This is an optimization exercise on Yosys and OpenROAD, whose aim is small area and a short achievable clock period, not a production implementation. RTL that was checked went through simulation tests only; none was proved equivalent to the original. The RTL of runs 4 to 7 was laid out without a check of its function. No activity file was given, so power comes from the tool's default toggle rates.

### config.mk
export PLATFORM = sky130hd
export DESIGN_NAME = xgmii_rx_stats_top
export DESIGN_NICKNAME = xgmii_rx_stats_top
export VERILOG_FILES = /design/flow/design.v
export SDC_FILE = /design/flow/constraint.sdc
export NUM_CORES = 4
export LEC_CHECK = 0
export CAP_MARGIN = 20
export CORE_MARGIN = 2
export CORE_UTILIZATION = 40
export SLEW_MARGIN = 20
### constraint.sdc
create_clock -name core_clock -period 20.0 [get_ports {sys_clk}]
set_input_delay 4.0000 -clock core_clock [delete_from_list [all_inputs] [get_ports {sys_clk}]]
set_output_delay 4.0000 -clock core_clock [all_outputs]
set_load 0.01 [all_outputs]
### design.v
module xgmii_rx_stats #(
    parameter int NCH           = 4,
    parameter int CNT_W         = 16,
    parameter int TICKS_PER_SEC = 50000,
    parameter int MAX_LEN       = 1518
) (
    input  logic                 sys_clk,
    input  logic                 sys_rst,
    input  logic [64*NCH-1:0]    xgmii_rxd,
    input  logic [8*NCH-1:0]     xgmii_rxc,
    input  logic                 clear,
    output logic                 sec_tick,
    output logic [CNT_W*NCH-1:0] rx_pps,
    output logic [CNT_W*NCH-1:0] rx_throughput,
    output logic [CNT_W*NCH-1:0] rx_errors
);
    localparam int TW = (TICKS_PER_SEC > 1) ?
                        $clog2(TICKS_PER_SEC) : 1;
    localparam logic [TW-1:0] TC = TW'(TICKS_PER_SEC - 1);
    localparam int LW = 12;
    localparam logic [LW-1:0] LMAX = {1'b0, {(LW-1){1'b1}}};
    localparam int PW0 = $clog2(8 * TICKS_PER_SEC / 73 + 2);
    localparam int PW  = (PW0 < CNT_W) ? PW0 : CNT_W;
    logic [TW-1:0] win_q;
    logic          tick_q;
    logic          win_end;
    assign win_end = (win_q == TC);
    always_ff @(posedge sys_clk or posedge sys_rst) begin
        if (sys_rst) begin
            win_q  <= '0;
            tick_q <= 1'b0;
        end else begin
            win_q  <= (clear || win_end) ? '0 : win_q + 1'b1;
            tick_q <= !clear && win_end;
        end
    end
    assign sec_tick = tick_q;
    for (genvar k = 0; k < NCH; k++) begin : g_ch
        logic             st_q;
        logic [LW-1:0]    lm_q, lm_d;
        logic [PW-1:0]    pps_q, opps_q, p;
        logic [CNT_W-1:0] byt_q, err_q;
        logic [CNT_W-1:0] obyt_q, oerr_q;
        logic [CNT_W-1:0] b, e;
        logic [7:0] ctl, dat, trm, erl, bnd;
        logic       s0, s4;
        logic [8:0] nb;              
        logic [8:0] fst;             
        logic [3:0] pc [9];          
        logic [3:0] ds;              
        logic       eb;              
        logic       any_b, any_ft, good;
        logic [1:0] ea;
        logic [CNT_W:0] eu, ev;
        logic [PW-1:0]  p1;
        logic [CNT_W:3] bxi;
        logic [3:0]     blo;
        logic [LW-1:4]  lmi;
        logic [7:0] rng;             
        logic [CNT_W:0] bx, by;
        always_comb begin
            for (int i = 0; i < 8; i++) begin
                logic [7:0] byt;
                logic       hi;
                byt    = xgmii_rxd[64*k + 8*i +: 8];
                hi     = &byt[7:3];
                ctl[i] = xgmii_rxc[8*k + i];
                dat[i] = !ctl[i];
                trm[i] = ctl[i] && hi && byt[2:0] == 3'b101;
                erl[i] = ctl[i] && hi && byt[2:0] == 3'b110;
            end
            s0 = ctl[0] && xgmii_rxd[64*k +: 8] == 8'hFB;
            s4 = ctl[4] && xgmii_rxd[64*k + 32 +: 8] == 8'hFB;
            bnd = trm | {3'b000, s4, 3'b000, s0};
            nb[0] = 1'b1;
            for (int i = 0; i < 8; i++)
                nb[i+1] = nb[i] && !bnd[i];
            fst = {nb[8], bnd & nb[7:0]};
            any_b  = !nb[8];
            any_ft = |(trm & nb[7:0]);
            eb     = |(erl & nb[7:0]);
            pc[0] = 4'd0;
            pc[1] = {3'd0, dat[0]};
            pc[2] = {3'd0, dat[0]} + {3'd0, dat[1]};
            pc[3] = pc[2] + {3'd0, dat[2]};
            pc[4] = pc[2] + ({3'd0, dat[2]} + {3'd0, dat[3]});
            pc[5] = pc[4] + {3'd0, dat[4]};
            pc[6] = pc[4] + ({3'd0, dat[4]} + {3'd0, dat[5]});
            pc[7] = pc[4] + ({3'd0, dat[4]} + {3'd0, dat[5]} +
                             {3'd0, dat[6]});
            pc[8] = pc[4] + ({3'd0, dat[4]} + {3'd0, dat[5]} +
                             {3'd0, dat[6]} + {3'd0, dat[7]});
            ds = 4'd0;
            for (int i = 0; i < 9; i++)
                ds = ds | (fst[i] ? pc[i] : 4'd0);
            lmi = lm_q[LW-1:4] + 1'b1;
            for (int j = 0; j < 8; j++)
                rng[j] = !lm_q[LW-1] &&
                         (lm_q >= LW'(64 - j)) &&
                         (lm_q <= LW'(MAX_LEN - j));
            good = st_q && any_ft && !eb && rng[ds[2:0]];
            ea = {1'b0, s0 && |bnd[7:1]} + {1'b0, s4 && |trm[7:5]};
            eu = {1'b0, err_q} + {{(CNT_W-1){1'b0}}, ea};
            ev = eu + {{CNT_W{1'b0}}, st_q && any_b};
            e  = good ? (eu[CNT_W] ? '1 : eu[CNT_W-1:0])
                      : (ev[CNT_W] ? '1 : ev[CNT_W-1:0]);
            p1 = pps_q + 1'b1;
            p  = good ? p1 : pps_q;
            bx  = {1'b0, byt_q} + {{(CNT_W+2-LW){1'b0}}, lm_q[LW-2:0]};
            bxi = bx[CNT_W:3] + 1'b1;
            blo = {1'b0, bx[2:0]} + {1'b0, ds[2:0]};
            by  = {blo[3] ? bxi : bx[CNT_W:3], blo[2:0]};
            b   = !good ? byt_q : (by[CNT_W] ? '1 : by[CNT_W-1:0]);
            if (!any_b) begin
                logic [4:0]    llo;
                logic [LW-1:0] ls;
                llo  = {1'b0, lm_q[3:0]} + {1'b0, ds};
                ls   = {llo[4] ? lmi : lm_q[LW-1:4], llo[3:0]};
                lm_d = (eb || (!lm_q[LW-1] && ls[LW-1])) ?
                       LMAX : ls;
            end else if (s4) begin
                lm_d = (|erl[7:5]) ? LMAX :
                       LW'(pc[8] - pc[5]) - LW'(7);
            end else begin
                lm_d = (|erl[7:1]) ? LMAX :
                       LW'(pc[8] - pc[1]) - LW'(7);
            end
        end
        always_ff @(posedge sys_clk or posedge sys_rst) begin
            if (sys_rst) begin
                st_q   <= 1'b0;
                pps_q  <= '0;
                byt_q  <= '0;
                err_q  <= '0;
                opps_q <= '0;
                obyt_q <= '0;
                oerr_q <= '0;
            end else begin
                if (any_b)
                    st_q <= (s4 && !(|trm[7:5])) || (s0 && !(|bnd[7:1]));
                if (clear) begin
                    pps_q  <= '0;
                    byt_q  <= '0;
                    err_q  <= '0;
                    opps_q <= '0;
                    obyt_q <= '0;
                    oerr_q <= '0;
                end else if (win_end) begin
                    pps_q  <= '0;
                    byt_q  <= '0;
                    err_q  <= '0;
                    opps_q <= p;
                    obyt_q <= b;
                    oerr_q <= e;
                end else begin
                    pps_q  <= p;
                    byt_q  <= b;
                    err_q  <= e;
                end
            end
        end
        always_ff @(posedge sys_clk)
            lm_q <= lm_d;
        assign rx_pps[CNT_W*k +: CNT_W]        = CNT_W'(opps_q);
        assign rx_throughput[CNT_W*k +: CNT_W] = obyt_q;
        assign rx_errors[CNT_W*k +: CNT_W]     = oerr_q;
    end
endmodule
module xgmii_rx_stats_top (
    input  logic          sys_clk,
    input  logic          sys_rst,
    input  logic [255:0]  xgmii_rxd,
    input  logic [31:0]   xgmii_rxc,
    input  logic          clear,
    output logic          sec_tick,
    output logic [63:0]   rx_pps,
    output logic [63:0]   rx_throughput,
    output logic [63:0]   rx_errors
);
    xgmii_rx_stats #(
        .NCH          (4),
        .CNT_W        (16),
        .TICKS_PER_SEC(50000),
        .MAX_LEN      (1518)
    ) u_stats (
        .sys_clk      (sys_clk),
        .sys_rst      (sys_rst),
        .xgmii_rxd    (xgmii_rxd),
        .xgmii_rxc    (xgmii_rxc),
        .clear        (clear),
        .sec_tick     (sec_tick),
        .rx_pps       (rx_pps),
        .rx_throughput(rx_throughput),
        .rx_errors    (rx_errors)
    );
endmodule
### flow/run.sh
#!/bin/bash
set -euo pipefail
export BUFFER_PORTS_ARGS="-buffer_cell sky130_fd_sc_hd__buf_1"
export ADDER_MAP_FILE=
export SETUP_SLACK_MARGIN=12.5
bash standard.sh > flow_make.log 2>&1
### standard.sh
#!/bin/bash
# synth_recipe.tcl (not shown) runs the flow's synth.tcl, then flattens the netlist and writes it again
# the make line also repeats each setting of config.mk as NAME=value (left out here)
make -C /OpenROAD-flow-scripts/flow DESIGN_CONFIG=/design/flow/config.mk WORK_HOME=/design/flow/orfs CLKGATE_MAP_FILE= SYNTH_SCRIPT=/design/flow/synth_recipe.tcl "${@:-finish}"
==> flow_metrics.tcl, run 1 <==
set metrics [dict create \
    synth-seq-cells 429 \
    worstMarginPinSlew_ns 1.03 \
    ctsHtreeMaxLevel 2 \
    die-height_um 289 \
    synth_edf_count 28 \
    root_buffer "clkbuf_16" \
    max_slew_margin 0.314 \
    rr_worst_depth 15 \
    fin_ws_ns 12.55 \
    drive_above_1_share 0.136 \
    crit_start "xgmii_rxc[17]" \
    grt_pass1_wl_mm 164 \
    worstHoldPathType "flip-flop to flip-flop" \
    finalMaxSlewViolations 0 \
    syn_area_um2 32600 \
    timing.rr.start "u_stats.g_ch[2].lm_q[1]$_DFF_P_" \
    path_clk_slew_ns 0.06 \
    powerDensity_nw_per_um2 82.3 \
    grt_pass1_vias 29600 \
    drc 0 \
    core_um2 80500 \
    initial_core_util 0.404 \
    wl_per_cell_um 19.3 \
    initialDrtViolationCount 2317 \
    cts_tree "yes" \
    grt_antenna_before_repair 0 \
    placedCellCount 5352 \
    cts_buffers 51 \
    insertion_delay_ns 0.61 \
    place_congestion 0.929 \
    io_pins 484 \
    timing.setup.tns_ns 0 \
    area_delta_synth_final_pct 20.6 \
    start_kind "primary input" \
    fin_cells 5574 \
    overflow 0 \
    cap_violations 0 \
    dp_slack_ns 10.42 \
    drtAntennaViolNets 0 \
    fin_nets 4766 \
    synth_warnings 5 \
    synthFlopType "dfrtp_1" \
    finalCritPeriodShare 0.372 \
    die_w_um 289 \
    vdd_drop_max_uv 72.9 \
    critical_path_class "primary input to flip-flop" \
    die_area_um2 83700 \
    synth-async-reset-ratio 0.888 \
    arrival_ns 7.92 \
    netlist_top_cells_area "dfrtp_1 (29%), nor2_1 (5.6%), xnor2_1 (5.2%)" \
    routed_wl_mm 108 \
    period_minus_slack_ns 7.45 \
    num_vias 32700 \
    antenna_cells 0 \
    outcome "no timing/DRC/antenna violations" \
    syn_avg_cell_area_um2 7.98 \
    fin_util 0.488 \
    worstSetupEndpointType "flip-flop" \
    cp_max_fo 21 \
    fillerInstances 7887 \
    synth_cell_types 124 \
    vias_per_cell 5.87 \
    cts_sinks 429 \
    numPortBuffers 471 \
    synth.top_cell.area_share 0.293 \
    hpwl_mm 74.1 \
    grt_max_degree 161 \
    min_path_cells 2 \
    rsz0062_at_grt "yes" \
    total_leakage_power_nw 15.2 \
    setup_viol 0 \
    cts_buffer_depth 3 \
    hold_buffers 0 \
    fin_skew_ns 0.0256 \
    yosysSeqAreaShare 0.331 \
    yosys.area.top_type "dfrtp_1" \
    cp.required_ns 20.47 \
    first_pass_iters 6 \
    finalHoldViolations 0 \
    grt_util_all_layers 0.243 \
    min-delay-start "u_stats.g_ch[1].opps_q[12]$_DFFE_PP0N_" \
    max_freq_mhz 134 \
    syn_inst 4078 \
    std_cell_rows 104 \
]
==> registers in the layout, indices dropped and copies added, names as in the netlist <==
name / count
u_stats.g_ch.st_q: 4
u_stats.g_ch.lm_q: 48
u_stats.win_q: 16
u_stats.g_ch.obyt_q: 64
u_stats.g_ch.pps_q: 52
u_stats.g_ch.opps_q: 52
u_stats.g_ch.err_q: 64
u_stats.g_ch.oerr_q: 64
u_stats.tick_q: 1
u_stats.g_ch.byt_q: 64
==> repair_timing <==
item / 4_1_cts / 5_1_grt
pin swaps: 29 / 76
setup buffers: 41 / 79
endpoints found under the hold margin: 0 / 0
resized for setup: 174 / 153
setup endpoints to repair: 435 / 340
gates cloned: 2 / 7
==> kinds of logic after synthesis <==
family | Yosys count | synth area share
other | 1 | 0.000115
flip-flops | 429 | 0.331
adder cells (fa/ha/maj) | 51 | 0.0159
AO/OA/AOI/OAI | 1145 | 0.240
multiplexers | 29 | 0.00899
AND/OR/NAND/NOR | 1699 | 0.262
buffers and inverters | 414 | 0.0524
XOR/XNOR | 310 | 0.0891
==> layer usage <==
layer / part of all wire / track usage
met5: 0 / 0
met4: 0.025 / 0.0659
met3: 0.057 / 0.0324
met2: 0.47 / 0.397
met1: 0.45 / 0.337
==> stage by stage <==
stage / hold slack (ns) / total power [mW] / instance area [um2]
after floorplan: 0.458 / 1.90 / 33000
after global placement: 0.467 / 2.10 / 35000
after detailed placement: 0.469 / 2.10 / 35000
after CTS: 0.482 / 3.17 / 37800
after global routing: 0.505 / 3.42 / 39300
final: 0.484 / 3.23 / 39300
==> synth_stat cells (all sizes together), types with 27 or more instances <==
library cell / n
nor2: 490
dfrtp: 381
nand2: 365
a21oi: 259
o21ai: 247
clkbuf: 208
xnor2: 205
nand3: 172
inv: 125
nor3: 124
xor2: 100
a211oi: 99
nand4: 93
buf: 81
and3: 74
a31oi: 68
nor4: 63
and2: 55
maj3: 51
nand2b: 49
o22ai: 47
or2: 46
o211ai: 40
o21a: 35
or3: 33
o31ai: 32
edfxtp: 28
or4: 28
mux2i: 27
==> critical path, stage by stage <==
cell and delay (ns):
buf_12 0.13, xnor3_2 0.50, buf_4 0.18, xor2_2 0.17
or4_1 0.41, o311a_1 0.16, and3_4 0.20, o21ai_2 0.19
nand2_2 0.11, a31o_2 0.24, maj3_4 0.41, a31oi_2 0.28
nor3_4 0.10, o211a_1 0.26, o211ai_1 0.45, a21oi_1 0.12
==> cell usage in the layout (no fill, tap or decap), types with 20 or more instances in the layout <==
| cell type | n |
|---|---|
| a211oi_1 | 81 |
| clkbuf_16 | 54 |
| xnor2_1 | 189 |
| or2_2 | 42 |
| a21oi_1 | 246 |
| and3_1 | 70 |
| mux2i_1 | 24 |
| dfrtp_1 | 381 |
| and2_1 | 49 |
| o21ai_1 | 22 |
| o22ai_1 | 45 |
| xor2_1 | 95 |
| a31oi_1 | 61 |
| buf_1 | 440 |
| or3_1 | 28 |
| edfxtp_1 | 28 |
| a21o_1 | 20 |
| inv_1 | 122 |
| dfxtp_1 | 20 |
| nor2_1 | 475 |
| nand3_1 | 162 |
| o211ai_1 | 39 |
| maj3_1 | 39 |
| nand2b_1 | 49 |
| o21a_1 | 29 |
| o31ai_1 | 28 |
| nor2b_1 | 20 |
| nand4_1 | 89 |
| nor3_1 | 104 |
| nand2_1 | 356 |
| buf_4 | 136 |
| nor4_1 | 35 |
| o21ai_0 | 210 |
==> layout make-up <==
class                           instances  area, um2  area share
Multi-Input combinational cell       3254      21800       0.555
Sequential cell                       429      10800       0.274
Timing Repair Buffer                  614       3080      0.0783
Clock buffer                           72       1510      0.0384
Tap cell                             1060       1330      0.0338
Inverter                              125        477      0.0121
Clock inverter                         20        300     0.00765
==> power breakdown <==
group | leakage [nW] | internal (mW) | switching, mW
sequential | 5.76 | 0.954 | 0.181
clock | 0.886 | 0.616 | 0.400
combinational | 8.59 | 0.472 | 0.610
total | 15.2 | 2.04 | 1.19
==> final timing paths <==
check                                                          to  slack [ns]
max in group asynchronous  u_stats.g_ch[1].obyt_q[12]$_DFFE_PP0N_       13.51
min in group asynchronous   u_stats.g_ch[0].opps_q[8]$_DFFE_PP0N_        3.51
max                        u_stats.g_ch[2].obyt_q[13]$_DFFE_PP0N_       12.55
max reg2reg                u_stats.g_ch[2].obyt_q[13]$_DFFE_PP0N_       15.35
min reg2reg                u_stats.g_ch[1].opps_q[12]$_DFFE_PP0N_        0.48
min                        u_stats.g_ch[1].opps_q[12]$_DFFE_PP0N_        0.48
==> run 2: changes to the inputs <==
==> flow/run.sh (replaced) <==
#!/bin/bash
set -euo pipefail
export BUFFER_PORTS_ARGS="-buffer_cell sky130_fd_sc_hd__buf_1"
export ADDER_MAP_FILE=
bash standard.sh > flow_make.log 2>&1
==> run 2 against run 1 <==
Worst hold slack got worse by 0.0016 ns; largest cell class unchanged; largest power group unchanged; critical endpoint is now u_stats.g_ch[1].obyt_q[13]$_DFFE_PP0N_; synthesized area did not move; sequential share of layout area rose by 2.2 points; register-to-register slack got worse by 0.77 ns; core utilization fell by 3.6 points; synthesized cell count did not move; non-clock buffer count fell by 119; setup slack got worse by 1.5 ns; sequential power barely moved; critical path type unchanged; combinational power fell by 12%.
==> flow_metrics.tcl, run 2 <==
set metrics [dict create \
    core_um2 80500 \
    cts-resized-gates 0 \
    yosysSeqAreaShare 0.331 \
    yosys.area.top_type "dfrtp_1" \
    synth_common_cells "nor2_1 (489), dfrtp_1 (381), nand2_1 (364)" \
    postLayoutCellArea_um2 36400 \
    fin_skew_ns 0.0150 \
    finalCritPeriodShare 0.447 \
    finalHoldViolations 0 \
    final_common_cell "nor2_1" \
    cts_setup_buffers 0 \
    area_delta_synth_final_pct 11.7 \
    max_freq_mhz 112 \
    hold_buffers 0 \
    std_cell_rows 104 \
    start_kind "primary input" \
    first_pass_iters 5 \
    antenna_cells 0 \
    dr_wl_met3_mm 6.33 \
    r2r_slack_ns 14.58 \
    rr_worst_depth 13 \
    clkPwrFrac 0.310 \
    crit_chain "buf_1, xnor2_2, xnor2_1, o21ai_0, a211oi_2, nor2_1, or3b_1, and2_4, a31oi_1, a32o_2, inv_1, nor4_2, a21oi_1, a22o_1" \
    cp.required_ns 20.47 \
    grt_antenna_before_repair 2 \
    multi_input_area_um2 20200 \
    grt_pass1_wl_mm 161 \
    numPortBuffers 471 \
    total_power_mw 3.02 \
    cts_sinks 429 \
    powerDensity_nw_per_um2 83.1 \
    vias_per_cell 5.83 \
    whs_ns 0.482 \
    fin_util 0.452 \
    insertion_delay_ns 0.59 \
    timing.setup.tns_ns 0 \
    cp_slowest_cell "xnor2_1" \
    cts_buffer_depth 3 \
    die_w_um 289 \
    fin_ws_ns 11.07 \
    io_pins 484 \
    fin_cells 5447 \
    root_buffer "clkbuf_16" \
    seqPwrFrac 0.374 \
    critPathMaxStageDelay_ns 0.83 \
    worstMarginPinSlew_ns 1.02 \
    path_clk_slew_ns 0.06 \
    cts_buffers 50 \
    worstHoldPathType "flip-flop to flip-flop" \
    synth_cell_types 124 \
    arrival_ns 9.41 \
    dpl_cell_area_um2 34700 \
    wl_per_cell_um 18.9 \
    cap_violations 0 \
    grt_pass1_vias 28800 \
    overflow 0 \
    syn_area_um2 32600 \
    setup_viol 0 \
    grt_util_all_layers 0.238 \
    routed.top_layer "met4" \
    finalMaxSlewViolations 0 \
    syn_avg_cell_area_um2 7.98 \
    rr_endpoint "u_stats.g_ch[2].obyt_q[7]$_DFFE_PP0N_" \
    dp_slack_ns 10.54 \
    min-delay-start "u_stats.g_ch[3].obyt_q[0]$_DFFE_PP0N_" \
    vdd_drop_max_uv 71.9 \
    p_switching_mw 1.12 \
    drc 0 \
    met1Wirelength_mm 47.4 \
    synth-seq-cells 429 \
    synth_edf_count 28 \
    power.internal_mw 1.90 \
    critical_path_class "primary input to flip-flop" \
    die-height_um 289 \
    dr_wl_met2_mm 47.0 \
    synthFlopType "dfrtp_1" \
    cts_tree "yes" \
    die_area_um2 83700 \
    max_slew_margin 0.318 \
    rsz0062_at_grt "no" \
    outcome "no timing/DRC/antenna violations" \
    hpwl_mm 74.7 \
    swShare 0.370 \
    synth.top_cell.area_share 0.293 \
    placedCellCount 5355 \
    initialDrtViolationCount 2384 \
    synth_warnings 5 \
    final_cell_mix "nor2_1 (488), buf_1 (470), dfrtp_1 (381)" \
    combPwrFrac 0.316 \
    crit_family "compound AO/OA/AOI/OAI gates" \
    fin_nets 4638 \
    fillerInstances 8132 \
    drtAntennaViolNets 0 \
    crit_buf_inv 2 \
    netlist_top_cells_area "dfrtp_1 (29%), nor2_1 (5.6%), xnor2_1 (5.2%)" \
    min_to "u_stats.g_ch[3].obyt_q[0]$_DFFE_PP0N_" \
    yosysMostFrequentCell "nor2_1" \
    seq_area_um2 10800 \
    worstSetupEndpointType "flip-flop" \
    period_minus_slack_ns 8.93 \
    initial_core_util 0.404 \
    timing.rr.start "u_stats.g_ch[2].lm_q[1]$_DFF_P_" \
    num_vias 31800 \
    synth-async-reset-ratio 0.888 \
    routed_wl_mm 103 \
    place_congestion 0.926 \
    min_path_cells 2 \
    syn_inst 4078 \
    grt_max_degree 158 \
    total_leakage_power_nw 13.9 \
    drive_above_1_share 0.0618 \
    ctsHtreeMaxLevel 2 \
    cp_max_fo 24 \
]
-- run 2: changes by cell type in the layout (fill, tap and decap cells not counted), sizes merged, moves of 2 or more --
| cell | delta |
|---|---|
| buf | -107 |
| clkbuf | -18 |
| clkinv | +12 |
| bufinv | -3 |
| a32o | -2 |
| xnor2 | -2 |
-- run 2: how the worst max path moves through the flow --
stage / from / end / slack [ns] / cells past startpoint
final: xgmii_rxc[10] / u_stats.g_ch[1].obyt_q[13]$_DFFE_PP0N_ / 11.07 / 14
after global routing: xgmii_rxc[17] / u_stats.g_ch[2].obyt_q[7]$_DFFE_PP0N_ / 10.53 / 15
after CTS: xgmii_rxc[10] / u_stats.g_ch[1].obyt_q[14]$_DFFE_PP0N_ / 11.17 / 15
after detailed placement: xgmii_rxc[10] / u_stats.g_ch[1].obyt_q[13]$_DFFE_PP0N_ / 10.54 / 14
after global placement: xgmii_rxc[10] / u_stats.g_ch[1].obyt_q[14]$_DFFE_PP0N_ / 10.62 / 15
after floorplan: sys_rst / u_stats.g_ch[0].byt_q[0]$_DFF_PP0_ / 5.41 / 1
-- run 2: per-layer routing --
metal	track usage	vias to the layer above
li1	-	15500
met1	0.336	15100
met2	0.382	1003
met3	0.0350	123
met4	0.0584	0
met5	0	-
-- run 2: power groups by stage --
stage,Sequential [mW],Combinational (mW),Clock (mW)
after floorplan,0.997,0.885,0
after global placement,1.14,0.936,0
after detailed placement,1.14,0.943,0
after CTS,1.13,0.949,0.963
after global routing,1.15,1.06,0.995
final,1.13,0.955,0.936
-- run 2: cell families (layout without fill, tap and decap cells) --
family,Yosys count,in the layout,synth area share
xor+xnor,310,310,0.0891
simple gates,1699,1699,0.262
flops,429,429,0.331
compound gates,1145,1145,0.240
buf+inv,414,712,0.0524
mux,29,29,0.00899
fa+ha+maj,51,51,0.0159
other cells,1,12,0.000115
-- run 2: layout make-up --
| type | instances | share of cell area |
|---|---|---|
| Multi-Input combinational cell | 3246 | 0.554 |
| Clock inverter | 27 | 0.00712 |
| Sequential cell | 429 | 0.296 |
| Inverter | 125 | 0.0131 |
| Timing Repair Buffer | 495 | 0.0541 |
| Clock buffer | 65 | 0.0387 |
| Tap cell | 1060 | 0.0365 |
-- run 2: worst min-delay path, stage by stage, from the launching register on --
cell	delay [ns]
dfrtp_1	0.34
nand2_1	0.05
o21ai_0	0.06
==> run 3: changes to the inputs <==
==> flow/run.sh (replaced) <==
#!/bin/bash
set -euo pipefail
export BUFFER_PORTS_ARGS="-buffer_cell sky130_fd_sc_hd__buf_1"
export ADDER_MAP_FILE=
export SETUP_SLACK_MARGIN=14
bash standard.sh > flow_make.log 2>&1
--- a/config.mk
+++ b/config.mk
@@ -7,5 +7,6 @@
 export LEC_CHECK = 0
 export CAP_MARGIN = 20
 export CORE_MARGIN = 2
-export CORE_UTILIZATION = 40
+export CORE_UTILIZATION = 60
+export CTS_BUF_LIST = sky130_fd_sc_hd__clkbuf_4 sky130_fd_sc_hd__clkbuf_8
 export SLEW_MARGIN = 20
==> run 3 against run 2 <==
Still clean; critical path depth grew 2; routed wire length rose by 46%; die area down 33%; register-to-register slack got worse by 0.20 ns; setup slack improved by 1.0 ns; synthesized cell count unchanged; via count grew 32%; combinational power rose by 78%; synthesized area unchanged; flip-flop and latch count is the same; clock power is 3.0% lower; sequential power rose by 4%; critical endpoint is now u_stats.g_ch[1].oerr_q[15]$_DFFE_PP0N_.
==> flow_metrics.tcl, run 3 <==
set metrics [dict create \
    insertion_delay_ns 0.69 \
    place_congestion 0.949 \
    cts_buffers 76 \
    period_minus_slack_ns 7.94 \
    finalMaxSlewViolations 0 \
    std_cell_rows 85 \
    clkPwrFrac 0.240 \
    setup_viol 0 \
    drtAntennaViolNets 0 \
    p_switching_mw 1.57 \
    synth-seq-cells 429 \
    drive_above_1_share 0.366 \
    cts_tree "yes" \
    yosysMostFrequentCell "nor2_1" \
    power.internal_mw 2.21 \
    netlist_top_cells_area "dfrtp_1 (29%), nor2_1 (5.6%), xnor2_1 (5.2%)" \
    min_path_cells 2 \
    num_vias 41900 \
    timing.setup.tns_ns 0 \
    powerDensity_nw_per_um2 76.7 \
    overflow 0 \
    cts_buffer_depth 3 \
    first_pass_iters 15 \
    hpwl_mm 68.8 \
    cts_sinks 429 \
    swShare 0.416 \
    finalCritPeriodShare 0.397 \
    final_common_cell "buf_1" \
    syn_inst 4078 \
    syn_avg_cell_area_um2 7.98 \
    core_um2 53700 \
    fin_util 0.918 \
    die_w_um 237 \
    synthFlopType "dfrtp_1" \
    grt_antenna_before_repair 9 \
    max_freq_mhz 126 \
    grt_max_degree 88 \
    synth_edf_count 28 \
    min_to "u_stats.g_ch[2].obyt_q[8]$_DFFE_PP0N_" \
    hold_buffers 0 \
    r2r_slack_ns 14.38 \
    synth-async-reset-ratio 0.888 \
    timing.rr.start "u_stats.g_ch[0].lm_q[1]$_DFF_P_" \
    die_area_um2 56100 \
    arrival_ns 8.44 \
    combPwrFrac 0.450 \
    synth_warnings 5 \
    fin_skew_ns 0.0423 \
    total_power_mw 3.78 \
    min-delay-start "u_stats.g_ch[2].obyt_q[8]$_DFFE_PP0N_" \
    synth_common_cells "nor2_1 (489), dfrtp_1 (381), nand2_1 (364)" \
    grt_util_all_layers 0.409 \
    syn_area_um2 32600 \
    wl_per_cell_um 26.3 \
    seqPwrFrac 0.310 \
    rr_endpoint "u_stats.g_ch[0].byt_q[5]$_DFF_PP0_" \
    fin_nets 5263 \
    initial_core_util 0.606 \
    rr_worst_depth 16 \
    outcome "no timing/DRC/antenna violations" \
    root_buffer "clkbuf_8" \
    vdd_drop_max_uv 75.4 \
    yosysSeqAreaShare 0.331 \
    routed_wl_mm 151 \
    vias_per_cell 7.31 \
    cp.required_ns 20.50 \
    area_delta_synth_final_pct 51.5 \
    grt_pass1_vias 35800 \
    critical_path_class "primary input to flip-flop" \
    rsz0062_at_grt "yes" \
    cap_violations 0 \
    worstHoldPathType "flip-flop to flip-flop" \
    synth.top_cell.area_share 0.293 \
    final_cell_mix "buf_1 (427), nor2_1 (414), dfrtp_1 (381)" \
    cp_max_fo 18 \
    finalHoldViolations 0 \
    worstSetupEndpointType "flip-flop" \
    io_pins 484 \
    fillerInstances 2004 \
    start_kind "primary input" \
    total_leakage_power_nw 19.5 \
    yosys.area.top_type "dfrtp_1" \
    ctsHtreeMaxLevel 3 \
    initialDrtViolationCount 6224 \
    grt_pass1_wl_mm 188 \
    max_slew_margin 0.113 \
    die-height_um 237 \
    drc 0 \
    numPortBuffers 471 \
    synth_cell_types 124 \
    worstMarginPinSlew_ns 1.33 \
    path_clk_slew_ns 0.06 \
]
-- run 3: worst max path at each step --
stage	cells after the start	from	to
CTS	15	xgmii_rxc[1]	u_stats.g_ch[0].oerr_q[4]$_DFFE_PP0N_
detailed placement	15	xgmii_rxc[17]	u_stats.g_ch[2].obyt_q[7]$_DFFE_PP0N_
floorplan	1	sys_rst	u_stats.g_ch[0].byt_q[0]$_DFF_PP0_
global placement	15	xgmii_rxc[17]	u_stats.g_ch[2].obyt_q[7]$_DFFE_PP0N_
finish	16	xgmii_rxc[8]	u_stats.g_ch[1].oerr_q[15]$_DFFE_PP0N_
global route	17	xgmii_rxd[99]	u_stats.g_ch[1].err_q[11]$_DFF_PP0_
-- run 3: stage by stage --
step                      hold slack, ns  setup WS (ns)  area [um2]  cells
after CTS                          0.490          12.95       45400   5538
after detailed placement           0.478          10.63       36300   4989
after global routing               0.522          11.08       49300   5722
final                              0.496          12.06       49300   5727
after floorplan                    0.458          10.88       35200   4089
after global placement             0.458          10.73       36300   4989
-- run 3: cell type report --
type	instances	area [um2]	share of cell area
inverters	125	500	0.0101
flip-flops and latches	429	10800	0.218
multi-input cells	3256	27400	0.556
repair buffers	1084	8110	0.164
clock inverters	12	141	0.00287
well taps	696	871	0.0177
diodes	7	17.5	0.000355
clock buffers	118	1470	0.0298
-- run 3: metal layers --
metal	routed length, um	GRT usage	vias up
met5	80	0	-
met4	14300	0.232	4
met3	19500	0.0648	1514
met2	66800	0.662	4105
met1	50200	0.525	19500
li1	-	-	16800
-- run 3: kinds of logic after synthesis --
family,after synthesis,share of synthesized area
buffers and inverters,414,0.0524
muxes,29,0.00899
and+or+nand+nor,1699,0.262
AOI/OAI and AO/OA,1145,0.240
other,1,0.000115
xor gates and xnor gates,310,0.0891
DFF,429,0.331
adders and majority gates,51,0.0159
-- run 3: what timing repair did --
item,in CTS,in global routing
pin swaps,407,285
gates cloned,21,2
resized for setup,814,464
endpoints found under the setup margin,521,514
setup buffers,398,180
-- run 3: power by group through the flow --
stage / clock [mW] / combinational, mW / sequential [mW]
6_report: 0.908 / 1.70 / 1.17
5_1_grt: 0.940 / 1.77 / 1.17
4_1_cts: 0.888 / 1.34 / 1.13
3_5_place_dp: 0 / 1.03 / 1.14
3_3_place_gp: 0 / 1.02 / 1.14
2_1_floorplan: 0 / 0.997 / 0.998
-- run 3: critical path: stages --
cell       delay, ns
buf_8           0.18
nand4_1         0.24
nor3_1          0.46
nand3b_1        0.61
a31oi_4         0.43
o21ai_4         0.11
a2111oi_4       0.39
buf_4           0.19
buf_6           0.12
xnor2_4         0.07
nor4_4          0.29
or2_4           0.22
nand4_1         0.33
xnor2_2         0.28
o211ai_1        0.39
a21oi_1         0.11
==> run 4: changes to the inputs <==
--- a/design.v
+++ b/design.v
@@ -50,12 +50,7 @@
         logic [3:0] ds;              
         logic       eb;              
         logic       any_b, any_ft, good;
-        logic [1:0] ea;
-        logic [CNT_W:0] eu, ev;
-        logic [PW-1:0]  p1;
-        logic [CNT_W:3] bxi;
-        logic [3:0]     blo;
-        logic [LW-1:4]  lmi;
+        logic [1:0] err_n;
         logic [7:0] rng;             
         logic [CNT_W:0] bx, by;
         always_comb begin
@@ -93,31 +88,28 @@
             ds = 4'd0;
             for (int i = 0; i < 9; i++)
                 ds = ds | (fst[i] ? pc[i] : 4'd0);
-            lmi = lm_q[LW-1:4] + 1'b1;
             for (int j = 0; j < 8; j++)
                 rng[j] = !lm_q[LW-1] &&
                          (lm_q >= LW'(64 - j)) &&
                          (lm_q <= LW'(MAX_LEN - j));
             good = st_q && any_ft && !eb && rng[ds[2:0]];
-            ea = {1'b0, s0 && |bnd[7:1]} + {1'b0, s4 && |trm[7:5]};
-            eu = {1'b0, err_q} + {{(CNT_W-1){1'b0}}, ea};
-            ev = eu + {{CNT_W{1'b0}}, st_q && any_b};
-            e  = good ? (eu[CNT_W] ? '1 : eu[CNT_W-1:0])
-                      : (ev[CNT_W] ? '1 : ev[CNT_W-1:0]);
-            p1 = pps_q + 1'b1;
-            p  = good ? p1 : pps_q;
-            bx  = {1'b0, byt_q} + {{(CNT_W+2-LW){1'b0}}, lm_q[LW-2:0]};
-            bxi = bx[CNT_W:3] + 1'b1;
-            blo = {1'b0, bx[2:0]} + {1'b0, ds[2:0]};
-            by  = {blo[3] ? bxi : bx[CNT_W:3], blo[2:0]};
-            b   = !good ? byt_q : (by[CNT_W] ? '1 : by[CNT_W-1:0]);
+            err_n = {1'b0, st_q && any_b && !good}
+                  + {1'b0, s0 && |bnd[7:1]}
+                  + {1'b0, s4 && |trm[7:5]};
+            bx = {1'b0, byt_q} + {{(CNT_W+2-LW){1'b0}}, lm_q[LW-2:0]};
+            by = bx + {{(CNT_W-2){1'b0}}, ds[2:0]};
+            p = pps_q + {{(PW-1){1'b0}}, good};
+            b = !good ? byt_q : (by[CNT_W] ? '1 : by[CNT_W-1:0]);
+            begin
+                logic [CNT_W:0] es;
+                es = {1'b0, err_q} + {{(CNT_W-1){1'b0}}, err_n};
+                e  = es[CNT_W] ? '1 : es[CNT_W-1:0];
+            end
             if (!any_b) begin
-                logic [4:0]    llo;
-                logic [LW-1:0] ls;
-                llo  = {1'b0, lm_q[3:0]} + {1'b0, ds};
-                ls   = {llo[4] ? lmi : lm_q[LW-1:4], llo[3:0]};
+                logic [LW:0] ls;
+                ls   = {lm_q[LW-1], lm_q} + {{(LW-3){1'b0}}, ds};
                 lm_d = (eb || (!lm_q[LW-1] && ls[LW-1])) ?
-                       LMAX : ls;
+                       LMAX : ls[LW-1:0];
             end else if (s4) begin
                 lm_d = (|erl[7:5]) ? LMAX :
                        LW'(pc[8] - pc[5]) - LW'(7);
==> run.sh (new file) <==
#!/bin/bash
# synth_recipe.tcl (not shown) runs the flow's synth.tcl, then flattens the netlist and writes it again
# the make line also repeats each setting of config.mk as NAME=value (left out here)
make -C /OpenROAD-flow-scripts/flow DESIGN_CONFIG=/design/flow/config.mk WORK_HOME=/design/flow/orfs CLKGATE_MAP_FILE= SYNTH_SCRIPT=/design/flow/synth_recipe.tcl finish
--- a/config.mk
+++ b/config.mk
@@ -7,6 +7,5 @@
 export LEC_CHECK = 0
 export CAP_MARGIN = 20
 export CORE_MARGIN = 2
-export CORE_UTILIZATION = 60
-export CTS_BUF_LIST = sky130_fd_sc_hd__clkbuf_4 sky130_fd_sc_hd__clkbuf_8
+export CORE_UTILIZATION = 40
 export SLEW_MARGIN = 20
removed: flow/run.sh
removed: standard.sh
==> run 4 against run 3 <==
Maximum frequency fell by 26%; routed wire length fell by 44%; highest routed layer is now met4; via count fell by 37%; core utilization fell by 42 points; sequential power fell by 11%; count of clock-buffer cells in the layout fell by 48; setup slack got worse by 2.8 ns; register-to-register slack barely moved; global-route usage fell by 19 points.
==> flow_metrics.tcl, run 4 <==
set metrics [dict create \
    outcome "no timing/DRC/antenna violations" \
    period_minus_slack_ns 10.76 \
    min-delay-start "u_stats.win_q[0]$_DFF_PP0_" \
    fin_ws_ns 9.24 \
    cts_tree "yes" \
    num_vias 26200 \
    initialDrtViolationCount 1552 \
    yosys.area.top_type "dfrtp_1" \
    path_clk_slew_ns 0.06 \
    total_power_mw 3.30 \
    total_leakage_power_nw 16.5 \
    antenna_cells 0 \
    synth_edf_count 0 \
    multi_input_area_um2 18200 \
    max_slew_margin 0.322 \
    fin_skew_ns 0.0372 \
    first_pass_iters 6 \
    rr_worst_depth 19 \
    cp_max_fo 22 \
    cts_buffer_depth 3 \
    vias_per_cell 5.41 \
    crit_buf_inv 5 \
    synth-seq-cells 429 \
    dp_slack_ns 8.59 \
    grt_util_all_layers 0.217 \
    start_kind "primary input" \
    seq_area_um2 10500 \
    critPathMaxStageDelay_ns 0.74 \
    syn_inst 3425 \
    p_switching_mw 1.20 \
    rsz0062_at_grt "no" \
    core_um2 74300 \
    synth_cell_types 97 \
    die-height_um 278 \
    yosysMostFrequentCell "nor2_1" \
    worstSetupEndpointType "flip-flop" \
    finalMaxSlewViolations 0 \
    syn_area_um2 30000 \
    fillerInstances 7095 \
    ctsHtreeMaxLevel 2 \
    cts_buffers 50 \
    syn_avg_cell_area_um2 8.75 \
    critical_path_class "primary input to flip-flop" \
    grt_max_degree 151 \
    swShare 0.363 \
    drtAntennaViolNets 0 \
    synth-async-reset-ratio 0.888 \
    fin_nets 4394 \
    vdd_drop_max_uv 77.5 \
    timing.rr.start "u_stats.g_ch[1].lm_q[5]$_DFF_P_" \
    timing.setup.tns_ns 0 \
    clkPwrFrac 0.299 \
    worst-path-stages 25 \
    hold_buffers 0 \
    cp_slowest_cell "fa_1" \
    place_congestion 0.908 \
    area_delta_synth_final_pct 24.5 \
    die_w_um 278 \
    synth_warnings 5 \
    yosysSeqAreaShare 0.350 \
    drc 0 \
    cp.required_ns 20.50 \
    arrival_ns 11.26 \
    numPortBuffers 471 \
    grt_antenna_before_repair 0 \
    finalCritPeriodShare 0.538 \
    netlist_top_cells_area "dfrtp_1 (32%), ha_1 (8.9%), nor2_1 (6.0%)" \
    synth_common_cells "nor2_1 (482), dfrtp_1 (381), nand2_1 (257)" \
    synth.top_cell.area_share 0.318 \
    root_buffer "clkbuf_16" \
    combPwrFrac 0.386 \
    cap_violations 0 \
    final_common_cell "nor2_1" \
    grt_pass1_vias 25700 \
    overflow 0 \
    die_area_um2 77100 \
    cts_setup_buffers 0 \
    initial_core_util 0.403 \
    hpwl_mm 63.4 \
    max_freq_mhz 93.0 \
    synthFlopType "dfrtp_1" \
    insertion_delay_ns 0.60 \
    power.internal_mw 2.10 \
    cts-resized-gates 0 \
    final_cell_mix "nor2_1 (481), clkdlybuf4s50_1 (470), dfrtp_1 (381)" \
    crit_start "xgmii_rxc[8]" \
    grt_pass1_wl_mm 139 \
    cts_sinks 429 \
    powerDensity_nw_per_um2 88.4 \
    crit_family "adder cells" \
    drive_above_1_share 0.0475 \
    seqPwrFrac 0.315 \
    std_cell_rows 100 \
    io_pins 484 \
    min_path_cells 1 \
    routed_wl_mm 84.8 \
    finalHoldViolations 0 \
    setup_viol 0 \
    wl_per_cell_um 17.5 \
    worstMarginPinSlew_ns 1.02 \
    worstHoldPathType "flip-flop to flip-flop" \
]
## run 4: changes by cell type after synthesis, sizes merged, moves of 84 or more
cell | before | now
ha | 0 | 213
xnor2 | 205 | 108
o21ai | 247 | 131
clkbuf | 208 | 124
nand2 | 365 | 257
a21oi | 259 | 137
## run 4: worst paths after layout
| kind | endpoint | slack [ns] |
|---|---|---|
| worst max-delay path | u_stats.g_ch[1].oerr_q[2]$_DFFE_PP0N_ | 9.24 |
| worst min-delay path | u_stats.win_q[0]$_DFF_PP0_ | 0.46 |
| worst max register to register | u_stats.g_ch[1].oerr_q[2]$_DFFE_PP0N_ | 14.37 |
| worst min register to register | u_stats.win_q[0]$_DFF_PP0_ | 0.46 |
| max in group asynchronous | u_stats.g_ch[2].oerr_q[0]$_DFFE_PP0N_ | 13.94 |
| min in group asynchronous | u_stats.g_ch[3].opps_q[10]$_DFFE_PP0N_ | 3.89 |
## run 4: power groups by stage
stage	Sequential, mW	Combinational, mW	Clock (mW)
2_1_floorplan	1.00	0.996	0
3_3_place_gp	1.05	1.26	0
3_5_place_dp	1.05	1.26	0
4_1_cts	1.04	1.28	1.01
5_1_grt	1.05	1.46	1.05
6_report	1.04	1.27	0.986
## run 4: stage by stage
step           hold slack, ns  utilization  instance area (um2)  std cells
6_report                0.463        0.502                37300       4840
3_5_place_dp            0.453        0.478                35500       4747
5_1_grt                 0.487        0.502                37300       4840
3_3_place_gp            0.445        0.478                35500       4747
4_1_cts                 0.461        0.502                37300       4840
2_1_floorplan           0.424            -                30000       3436
## run 4: cell type report
type | instances | share of cell area
inverter | 192 | 0.0195
multi-input combinational | 2664 | 0.488
timing repair buffer | 493 | 0.131
clock inverter | 23 | 0.00872
sequential | 429 | 0.281
clock buffer | 70 | 0.0393
tap | 969 | 0.0325
## run 4: layer usage
layer  vias up  share of wire  GRT usage
met5         -              0          0
met4         0          0.014     0.0409
met3        79          0.038     0.0280
met2       478           0.47      0.354
met1     12600           0.48      0.310
li1      13000              -          -
## run 4: cell families after synthesis
family | synth area share
muxes | 0.0251
DFF | 0.350
adders and majority gates | 0.129
xor gates and xnor gates | 0.0631
other | 0.000125
AOI/OAI and AO/OA | 0.153
and+or+nand+nor | 0.233
buffers and inverters | 0.0458
## run 4: worst reg2reg max path: stages (launching register included)
cell and delay, ns:
dfxtp_1 0.52, and4_1 0.33, nand4_1 0.27, or3_1 0.42, a21oi_1 0.14, or3_1 0.12, mux2i_1 0.07, mux2i_1 0.22
o22a_1 0.64, nor2_1 0.22, nor3_1 0.35, ha_1 0.27, fa_1 0.22, nand2_1 0.08, nor2_1 0.21, nand3_1 0.13
nor3_1 0.73, buf_4 0.29, a21oi_1 0.07, a211oi_1 0.23
==> run 5: changes to the inputs <==
==> flow/run.sh (new file) <==
#!/bin/bash
set -euo pipefail
export BUFFER_PORTS_ARGS="-buffer_cell sky130_fd_sc_hd__buf_1"
bash standard.sh > flow_make.log 2>&1
==> standard.sh (new file) <==
#!/bin/bash
# synth_recipe.tcl (not shown) runs the flow's synth.tcl, then flattens the netlist and writes it again
# the make line also repeats each setting of config.mk as NAME=value (left out here)
make -C /OpenROAD-flow-scripts/flow DESIGN_CONFIG=/design/flow/config.mk WORK_HOME=/design/flow/orfs CLKGATE_MAP_FILE= SYNTH_SCRIPT=/design/flow/synth_recipe.tcl "${@:-finish}"
removed: run.sh
==> run 5 against run 4 <==
Setup slack better by 0.49 ns; sequential share of layout area is 2.4 points higher; first-iteration DRC count is 15% higher; clock power is 0.9% higher; non-clock buffer count is 2 higher; synthesized area stayed put; synthesized cell count stayed put; routed wire length is 3.3% lower; flip-flop and latch count stayed put; critical path type unchanged.
==> flow_metrics.tcl, run 5 <==
set metrics [dict create \
    seq_area_um2 10500 \
    max_freq_mhz 97.4 \
    wl_per_cell_um 16.9 \
    rr_endpoint "u_stats.g_ch[1].oerr_q[13]$_DFFE_PP0N_" \
    cp_max_fo 22 \
    antenna_cells 0 \
    root_buffer "clkbuf_16" \
    swShare 0.366 \
    fillerInstances 7388 \
    seqPwrFrac 0.318 \
    numPortBuffers 471 \
    min_to "u_stats.win_q[0]$_DFF_PP0_" \
    outcome "no timing/DRC/antenna violations" \
    cts_buffers 50 \
    num_vias 26200 \
    crit_buf_inv 5 \
    synth_cell_types 97 \
    synthFlopType "dfrtp_1" \
    grt_max_degree 111 \
    cap_violations 0 \
    fin_skew_ns 0.0449 \
    combPwrFrac 0.378 \
    grt_util_all_layers 0.209 \
    synth-seq-cells 429 \
    core_um2 74300 \
    synth.top_cell.area_share 0.318 \
    timing.rr.start "u_stats.g_ch[1].lm_q[5]$_DFF_P_" \
    rr_worst_depth 19 \
    syn_inst 3425 \
    min-delay-start "u_stats.win_q[0]$_DFF_PP0_" \
    setup_viol 0 \
    final_common_cell "nor2_1" \
    std_cell_rows 100 \
    critical_path_class "primary input to flip-flop" \
    cp_slowest_cell "fa_1" \
    critPathMaxStageDelay_ns 0.75 \
    path_clk_slew_ns 0.06 \
    vdd_drop_max_uv 62.3 \
    start_kind "primary input" \
    min_path_cells 1 \
    yosysMostFrequentCell "nor2_1" \
    crit_family "adder cells" \
    power.internal_mw 2.07 \
    finalCritPeriodShare 0.513 \
    p_switching_mw 1.20 \
    synth_edf_count 0 \
    overflow 0 \
    cts_setup_buffers 0 \
    fin_util 0.463 \
    die-height_um 278 \
    final_cell_mix "nor2_1 (481), buf_1 (470), dfrtp_1 (381)" \
    netlist_top_cells_area "dfrtp_1 (32%), ha_1 (8.9%), nor2_1 (6.0%)" \
    r2r_slack_ns 14.47 \
    area_delta_synth_final_pct 14.8 \
    place_congestion 0.880 \
    worstSetupEndpointType "flip-flop" \
    clkPwrFrac 0.304 \
    syn_area_um2 30000 \
    finalHoldViolations 0 \
    cts-resized-gates 0 \
    synth-async-reset-ratio 0.888 \
    timing.setup.tns_ns 0 \
    fin_nets 4396 \
    yosys.area.top_type "dfrtp_1" \
    first_pass_iters 5 \
    grt_pass1_vias 25100 \
    cts_sinks 429 \
    cp.required_ns 20.52 \
    initial_core_util 0.403 \
    arrival_ns 10.79 \
    cts_tree "yes" \
    rsz0062_at_grt "no" \
    insertion_delay_ns 0.61 \
    synth_warnings 5 \
    powerDensity_nw_per_um2 95.1 \
    hpwl_mm 61.1 \
    die_w_um 278 \
    vias_per_cell 5.41 \
    period_minus_slack_ns 10.27 \
    hold_buffers 0 \
    drive_above_1_share 0.0470 \
    ctsHtreeMaxLevel 2 \
    worstHoldPathType "flip-flop to flip-flop" \
    drc 0 \
    grt_pass1_wl_mm 134 \
    worstMarginPinSlew_ns 0.982 \
    yosysSeqAreaShare 0.350 \
    finalMaxSlewViolations 0 \
    syn_avg_cell_area_um2 8.75 \
    cts_buffer_depth 3 \
    initialDrtViolationCount 1791 \
    routed_wl_mm 82.0 \
    grt_antenna_before_repair 1 \
    max_slew_margin 0.341 \
    die_area_um2 77100 \
    multi_input_area_um2 18200 \
    drtAntennaViolNets 0 \
    io_pins 484 \
    total_leakage_power_nw 15.3 \
    synth_common_cells "nor2_1 (482), dfrtp_1 (381), nand2_1 (257)" \
]
==> run 5: cell types whose count changed in the layout (fill, tap and decap cells not counted), sizes merged <==
cell           previous run  this run
clkbuf                   70        74
clkinvlp                  6         4
buf                      23       494
clkdlybuf4s50           470         0
bufinv                    6         7
clkinv                   10         9
==> run 5: layout make-up <==
class | count | area share
clock inverters | 21 | 0.0100
repair buffers | 495 | 0.0571
flip-flops and latches | 429 | 0.305
multi-input cells | 2664 | 0.529
inverters | 192 | 0.0212
well taps | 969 | 0.0353
clock buffers | 73 | 0.0421
==> run 5: per-layer routing <==
layer  global-route usage  vias to the layer above  share of wire
met2                0.335                      546           0.46
met5                    0                        -              0
met3               0.0357                      107          0.049
li1                     -                    13000              -
met4               0.0525                        0          0.022
met1                0.293                    12500           0.47
==> run 5: worst max path at each step <==
stage | startpoint | cells after the start | endpoint | slack [ns]
after floorplan | sys_rst | 1 | u_stats.g_ch[0].byt_q[0]$_DFF_PP0_ | 5.41
after global placement | xgmii_rxc[8] | 25 | u_stats.g_ch[1].oerr_q[13]$_DFFE_PP0N_ | 9.28
after detailed placement | xgmii_rxc[8] | 25 | u_stats.g_ch[1].oerr_q[13]$_DFFE_PP0N_ | 9.11
after CTS | xgmii_rxc[8] | 25 | u_stats.g_ch[1].oerr_q[13]$_DFFE_PP0N_ | 9.76
after global routing | xgmii_rxc[8] | 25 | u_stats.g_ch[1].oerr_q[6]$_DFFE_PP0N_ | 9.10
final | xgmii_rxc[8] | 25 | u_stats.g_ch[1].oerr_q[13]$_DFFE_PP0N_ | 9.73
==> run 5: stage by stage <==
step	setup slack (ns)	hold WS, ns	cells	instance area [um2]	power (mW)
finish	9.73	0.464	4843	34400	3.27
global route	9.10	0.481	4843	34400	3.53
CTS	9.76	0.458	4842	34400	3.30
detailed placement	9.11	0.449	4748	32600	2.28
global placement	9.28	0.451	4748	32600	2.27
floorplan	5.41	0.424	3436	30000	2.00
==> run 5: cell families after synthesis <==
logic type      share of synthesized area
other cells                      0.000125
compound gates                      0.153
xor+xnor                           0.0631
buf+inv                            0.0458
fa+ha+maj                           0.129
flops                               0.350
simple gates                        0.233
mux                                0.0251
==> run 5: power groups by stage <==
stage	Clock (mW)	Combinational (mW)	Sequential, mW
floorplan	0	0.996	1.00
CTS	1.02	1.24	1.04
global route	1.05	1.42	1.05
global placement	0	1.21	1.05
detailed placement	0	1.23	1.05
finish	0.995	1.24	1.04
==> run 6: changes to the inputs <==
--- a/config.mk
+++ b/config.mk
@@ -5,6 +5,7 @@
 export SDC_FILE = /design/flow/constraint.sdc
 export NUM_CORES = 4
 export LEC_CHECK = 0
+export ABC_CLOCK_PERIOD_IN_PS = 3000
 export CAP_MARGIN = 20
 export CORE_MARGIN = 2
 export CORE_UTILIZATION = 40
==> run 6 against run 5 <==
Clock power barely moved; still clean; power did not move; count of clock-buffer cells in the layout did not move; synthesized cell count did not move; routed wire length did not move; worst hold slack did not move.
==> flow_metrics.tcl, run 6 <==
set metrics [dict create \
    swShare 0.366 \
    netlist_top_cells_area "dfrtp_1 (32%), ha_1 (8.9%), nor2_1 (6.0%)" \
    grt_antenna_before_repair 1 \
    arrival_ns 10.79 \
    max_freq_mhz 97.4 \
    timing.rr.start "u_stats.g_ch[1].lm_q[5]$_DFF_P_" \
    syn_avg_cell_area_um2 8.75 \
    worstMarginPinSlew_ns 0.982 \
    max_slew_margin 0.341 \
    crit_family "adder cells" \
    min-delay-start "u_stats.win_q[0]$_DFF_PP0_" \
    seqPwrFrac 0.318 \
    grt_pass1_wl_mm 134 \
    syn_inst 3425 \
    setup_viol 0 \
    yosysMostFrequentCell "nor2_1" \
    num_vias 26200 \
    min_path_cells 1 \
    drive_above_1_share 0.0470 \
    seq_area_um2 10500 \
    worstHoldPathType "flip-flop to flip-flop" \
    power.internal_mw 2.07 \
    drc 0 \
    fillerInstances 7388 \
    worstSetupEndpointType "flip-flop" \
    yosys.area.top_type "dfrtp_1" \
    hold_buffers 0 \
    rr_worst_depth 19 \
    critical_path_class "primary input to flip-flop" \
    fin_util 0.463 \
    first_pass_iters 5 \
    io_pins 484 \
    synthFlopType "dfrtp_1" \
    cts-resized-gates 0 \
    finalMaxSlewViolations 0 \
    syn_area_um2 30000 \
    initialDrtViolationCount 1791 \
    synth_cell_types 97 \
    critPathMaxStageDelay_ns 0.75 \
    grt_pass1_vias 25100 \
    finalHoldViolations 0 \
    finalCritPeriodShare 0.513 \
    overflow 0 \
    cts_sinks 429 \
    area_delta_synth_final_pct 14.8 \
    r2r_slack_ns 14.47 \
    synth.top_cell.area_share 0.318 \
    cts_setup_buffers 0 \
    wl_per_cell_um 16.9 \
    final_cell_mix "nor2_1 (481), buf_1 (470), dfrtp_1 (381)" \
    synth_edf_count 0 \
    synth_common_cells "nor2_1 (482), dfrtp_1 (381), nand2_1 (257)" \
    routed_wl_mm 82.0 \
    cp_slowest_cell "fa_1" \
    timing.setup.tns_ns 0 \
    cts_buffers 50 \
    outcome "no timing/DRC/antenna violations" \
    powerDensity_nw_per_um2 95.1 \
    cts_buffer_depth 3 \
    drtAntennaViolNets 0 \
    clkPwrFrac 0.304 \
    numPortBuffers 471 \
    vdd_drop_max_uv 62.3 \
    start_kind "primary input" \
    hpwl_mm 61.1 \
    total_leakage_power_nw 15.3 \
    rsz0062_at_grt "no" \
    min_to "u_stats.win_q[0]$_DFF_PP0_" \
    path_clk_slew_ns 0.06 \
    insertion_delay_ns 0.61 \
    antenna_cells 0 \
    fin_nets 4396 \
    synth_warnings 5 \
    ctsHtreeMaxLevel 2 \
    die_area_um2 77100 \
    multi_input_area_um2 18200 \
    final_common_cell "nor2_1" \
    initial_core_util 0.403 \
    fin_skew_ns 0.0449 \
    root_buffer "clkbuf_16" \
    synth-seq-cells 429 \
    p_switching_mw 1.20 \
    yosysSeqAreaShare 0.350 \
    die_w_um 278 \
    cp_max_fo 22 \
    rr_endpoint "u_stats.g_ch[1].oerr_q[13]$_DFFE_PP0N_" \
    grt_max_degree 111 \
    std_cell_rows 100 \
    crit_buf_inv 5 \
    combPwrFrac 0.378 \
    whs_ns 0.464 \
    cp.required_ns 20.52 \
    period_minus_slack_ns 10.27 \
    cap_violations 0 \
    place_congestion 0.880 \
    die-height_um 278 \
    grt_util_all_layers 0.209 \
    synth-async-reset-ratio 0.888 \
    vias_per_cell 5.41 \
    cts_tree "yes" \
    core_um2 74300 \
]
==> run 6: kinds of logic after synthesis <==
kind of cell,after synthesis,synth area share
AND/OR/NAND/NOR,1411,0.233
AO/OA/AOI/OAI,680,0.153
flip-flops,429,0.350
buffers and inverters,343,0.0458
adder cells (fa/ha/maj),273,0.129
XOR/XNOR,216,0.0631
multiplexers,72,0.0251
other,1,0.000125
==> run 6: cell type report <==
class | instances | area share
multi-input combinational | 2664 | 0.529
sequential | 429 | 0.305
timing repair buffer | 495 | 0.0571
clock buffer | 73 | 0.0421
tap | 969 | 0.0353
inverter | 192 | 0.0212
clock inverter | 21 | 0.0100
==> run 6: worst max-delay path by stage <==
stage	startpoint	to	slack, ns	cells after the start
after global placement	xgmii_rxc[8]	u_stats.g_ch[1].oerr_q[13]$_DFFE_PP0N_	9.28	25
final	xgmii_rxc[8]	u_stats.g_ch[1].oerr_q[13]$_DFFE_PP0N_	9.73	25
after floorplan	sys_rst	u_stats.g_ch[0].byt_q[0]$_DFF_PP0_	5.41	1
after detailed placement	xgmii_rxc[8]	u_stats.g_ch[1].oerr_q[13]$_DFFE_PP0N_	9.11	25
after global routing	xgmii_rxc[8]	u_stats.g_ch[1].oerr_q[6]$_DFFE_PP0N_	9.10	25
after CTS	xgmii_rxc[8]	u_stats.g_ch[1].oerr_q[13]$_DFFE_PP0N_	9.76	25
==> run 6: worst register-to-register path, stage by stage, from the launching register on <==
cell      delay (ns)
dfxtp_1         0.53
and4_1          0.33
nand4_1         0.29
or3_1           0.42
a21oi_1         0.14
or3_1           0.12
mux2i_1         0.07
mux2i_1         0.23
o22a_1          0.66
nor2_1          0.16
nor3_1          0.28
ha_1            0.26
fa_1            0.24
nand2_1         0.09
nor2_1          0.25
nand3_1         0.15
nor3_1          0.64
buf_4           0.28
nor2_1          0.08
a211oi_1        0.22
==> run 6: routing by layer <==
metal,part of all wire,global-route usage,wire (um),vias to the layer above
met5,0,0,0,-
met4,0.022,0.0525,1780,0
met3,0.049,0.0357,4040,107
met2,0.46,0.335,37300,546
met1,0.47,0.293,38800,12500
li1,-,-,-,13000
==> run 6: metrics by stage <==
stage                     instance area [um2]  instances  total power, mW  setup WS [ns]
after detailed placement                32600       4748             2.28           9.11
after global placement                  32600       4748             2.27           9.28
after global routing                    34400       4843             3.53           9.10
after floorplan                         30000       3436             2.00           5.41
after CTS                               34400       4842             3.30           9.76
final                                   34400       4843             3.27           9.73
==> run 6: power groups by stage <==
| stage | logic (mW) | clock network (mW) | registers (mW) |
|---|---|---|---|
| 2_1_floorplan | 0.996 | 0 | 1.00 |
| 3_3_place_gp | 1.21 | 0 | 1.05 |
| 3_5_place_dp | 1.23 | 0 | 1.05 |
| 4_1_cts | 1.24 | 1.02 | 1.04 |
| 5_1_grt | 1.42 | 1.05 | 1.05 |
| 6_report | 1.24 | 0.995 | 1.04 |
==> run 7: changes to the inputs <==
--- a/config.mk
+++ b/config.mk
@@ -5,8 +5,8 @@
 export SDC_FILE = /design/flow/constraint.sdc
 export NUM_CORES = 4
 export LEC_CHECK = 0
-export ABC_CLOCK_PERIOD_IN_PS = 3000
 export CAP_MARGIN = 20
 export CORE_MARGIN = 2
-export CORE_UTILIZATION = 40
+export CORE_UTILIZATION = 60
+export CTS_BUF_LIST = sky130_fd_sc_hd__clkbuf_4 sky130_fd_sc_hd__clkbuf_8
 export SLEW_MARGIN = 20
==> run 7 against run 6 <==
Still clean on timing, DRC and antenna; die area decreased by 33%; clock skew decreased by 0.019 ns; count of clock-buffer cells in the layout increased by 36; maximum frequency increased by 0.59%; critical endpoint is now u_stats.g_ch[1].oerr_q[7]$_DFFE_PP0N_; largest cell class unchanged.
==> flow_metrics.tcl, run 7 <==
set metrics [dict create \
    outcome "no timing/DRC/antenna violations" \
    synth.top_cell.area_share 0.318 \
    wl_per_cell_um 17.3 \
    synth-simple-area-share 0.233 \
    path_clk_slew_ns 0.06 \
    cts_buffer_depth 3 \
    max_freq_mhz 98.0 \
    drc 0 \
    syn_inst 3425 \
    io_pins 484 \
    final_cell_mix "nor2_1 (481), buf_1 (470), dfrtp_1 (381)" \
    worstHoldPathType "flip-flop to flip-flop" \
    rsz0062_at_grt "no" \
    std_cell_rows 81 \
    worstMarginPinSlew_ns 1.11 \
    area_delta_synth_final_pct 12.8 \
    grt_util_all_layers 0.305 \
    synth_warnings 5 \
    yosysMostFrequentCell "nor2_1" \
    start_kind "primary input" \
    ctsHtreeMaxLevel 3 \
    met2_usage 0.505 \
    synthAdderAreaFrac 0.129 \
    initial_core_util 0.610 \
    max_slew_margin 0.258 \
    use_met1 0.406 \
    routed_wl_mm 78.9 \
    worstSetupEndpointType "flip-flop" \
    netlist_top_cells_area "dfrtp_1 (32%), ha_1 (8.9%), nor2_1 (6.0%)" \
    cts-resized-gates 0 \
    drive_above_1_share 0.0576 \
    final_common_cell "nor2_1" \
    finalMaxSlewViolations 0 \
    cts_sinks 429 \
    finalCritPeriodShare 0.510 \
    core_um2 49200 \
    finalHoldViolations 0 \
    grt.busiest_layer "met2" \
    synthMuxAreaShare 0.0251 \
    cp_max_fo 22 \
    cts_buffers 73 \
    syn_avg_cell_area_um2 8.75 \
    insertion_delay_ns 0.64 \
    grt_pass1_wl_mm 129 \
    die-height_um 227 \
    grt_pass1_vias 26400 \
    setup_viol 0 \
    hpwl_mm 59.0 \
    grt_max_degree 183 \
    root_buffer "clkbuf_8" \
    arrival_ns 10.72 \
    total_power_mw 3.15 \
    num_vias 27100 \
    grt_antenna_before_repair 1 \
    period_minus_slack_ns 10.21 \
    synth_compound_area_frac 0.153 \
    r2r_slack_ns 14.75 \
    synth_cell_types 97 \
    total_leakage_power_nw 15.3 \
    cts_setup_buffers 0 \
    hold_buffers 0 \
    vias_per_cell 5.92 \
    synthFlopType "dfrtp_1" \
    cts_tree "yes" \
    synth-xor-area-share 0.0631 \
    overflow 0 \
    numPortBuffers 471 \
    cap_violations 0 \
    fin_nets 4416 \
    synth_common_cells "nor2_1 (482), dfrtp_1 (381), nand2_1 (257)" \
    synth_top_family_by_area "simple AND/OR/NAND/NOR gates" \
    first_pass_iters 5 \
    initialDrtViolationCount 1767 \
    use_met3 0.0457 \
    timing.setup.tns_ns 0 \
    fin_skew_ns 0.0255 \
    synth-async-reset-ratio 0.888 \
    synth-seq-cells 429 \
    powerDensity_nw_per_um2 93.2 \
    die_area_um2 51700 \
    yosys.area.top_type "dfrtp_1" \
    yosysSeqAreaShare 0.350 \
    critical_path_class "primary input to flip-flop" \
    synth_edf_count 0 \
    vdd_drop_max_uv 83.3 \
    cp.required_ns 20.52 \
    place_congestion 0.941 \
    drtAntennaViolNets 0 \
    die_w_um 227 \
    syn_area_um2 30000 \
]
run 7: worst paths after layout:
path	startpoint	to	cells after the start
setup / recovery	xgmii_rxc[8]	u_stats.g_ch[1].oerr_q[7]$_DFFE_PP0N_	26
hold / removal	u_stats.win_q[0]$_DFF_PP0_	u_stats.win_q[0]$_DFF_PP0_	1
setup reg to reg	u_stats.g_ch[1].lm_q[6]$_DFF_P_	u_stats.g_ch[1].oerr_q[7]$_DFFE_PP0N_	20
hold reg to reg	u_stats.win_q[0]$_DFF_PP0_	u_stats.win_q[0]$_DFF_PP0_	1
max in group asynchronous	sys_rst	u_stats.g_ch[1].obyt_q[6]$_DFFE_PP0N_	4
min in group asynchronous	sys_rst	u_stats.g_ch[1].oerr_q[3]$_DFFE_PP0N_	2
run 7: layer usage:
metal | up-vias | share of wire
met5 | - | 0
met4 | 0 | 0.032
met3 | 150 | 0.059
met2 | 838 | 0.47
met1 | 13000 | 0.44
li1 | 13100 | -
run 7: cell type report:
cell class                      instances  area, um2
Antenna cell                            1       2.50
Timing Repair Buffer                  492       1950
Clock buffer                          109       1400
Inverter                              192        728
Clock inverter                         19        195
Multi-Input combinational cell       2664      18200
Fill cell                            4046      15400
Tap cell                              664        831
Sequential cell                       429      10500
run 7: worst max-delay path, stage by stage:
cell      delay, ns
buf_1          0.19
inv_1          0.12
ha_1           0.36
ha_1           0.22
fa_1           0.74
inv_1          0.12
fa_1           0.60
inv_1          0.10
mux2i_1        0.18
a21oi_1        0.11
o221ai_2       0.45
mux2i_1        0.17
mux2i_1        0.24
o22a_1         0.65
nor2_1         0.11
buf_4          0.22
nor3_1         0.33
ha_1           0.27
fa_1           0.22
nand2_1        0.08
nor2_1         0.26
nand3_1        0.14
nor3_1         0.20
buf_4          0.22
nor2_1         0.08
a211oi_1       0.32
run 7: through the flow:
step | utilization | hold WS, ns | cell area (um2) | cells | worst slack [ns]
after floorplan | - | 0.424 | 30000 | 3436 | 5.41
after global placement | 0.655 | 0.439 | 32200 | 4441 | 9.48
after detailed placement | 0.655 | 0.462 | 32200 | 4441 | 9.23
after CTS | 0.687 | 0.470 | 33800 | 4569 | 9.90
after global routing | 0.687 | 0.501 | 33800 | 4570 | 9.28
final | 0.687 | 0.468 | 33800 | 4570 | 9.79
run 7: cells by family after synthesis:
logic type / Yosys count
AOI/OAI and AO/OA: 680
xor gates and xnor gates: 216
adders and majority gates: 273
buffers and inverters: 343
DFF: 429
muxes: 72
other: 1
and+or+nand+nor: 1411
run 7: power by group:
group	internal [mW]	switching (mW)	total [mW]	leakage, nW
clock	0.489	0.367	0.856	0.848
sequential	0.926	0.111	1.04	5.72
combinational	0.552	0.706	1.26	8.72
total	1.97	1.18	3.15	15.3

==> separate check: timing with driven ports <==
No port has a modelled driver above. Below, the same layouts with a new extraction and two added sets of constraints. Step 1, drivers: a clkbuf_16 drives sys_clk and a buf_2 each remaining input, both assumed. Step 2 also shifts input and output timing later by t, the mid clock arrival at the registers, as if the neighbouring blocks saw the same clock. a / b / c = ideal ports / drivers / drivers and shift; a / b = the first two.
run | t, ns | slack for setup (ns) | worst hold slack (ns)
run 1 | 0.663 | 12.552 / 12.551 / 11.888 | 0.484 / 0.484 / 0.484
run 2 | 0.646 | 11.066 / 11.095 / 10.449 | 0.482 / 0.482 / 0.482
run 3 | 0.734 | 12.062 / 12.078 / 11.344 | 0.496 / 0.496 / 0.496
run 4 | 0.651 | 9.244 / 9.279 / 8.627 | 0.463 / 0.463 / 0.463
run 5 | 0.657 | 9.732 / 9.772 / 9.116 | 0.464 / 0.464 / 0.464
run 6 | 0.657 | 9.732 / 9.772 / 9.116 | 0.464 / 0.464 / 0.464
run 7 | 0.686 | 9.792 / 9.827 / 9.140 | 0.468 / 0.468 / 0.468
After both steps every run listed still meets setup and hold. For run 3, which loses most, drivers alone change the setup slack by +0.016 ns; drivers and shift together by -0.718 ns.
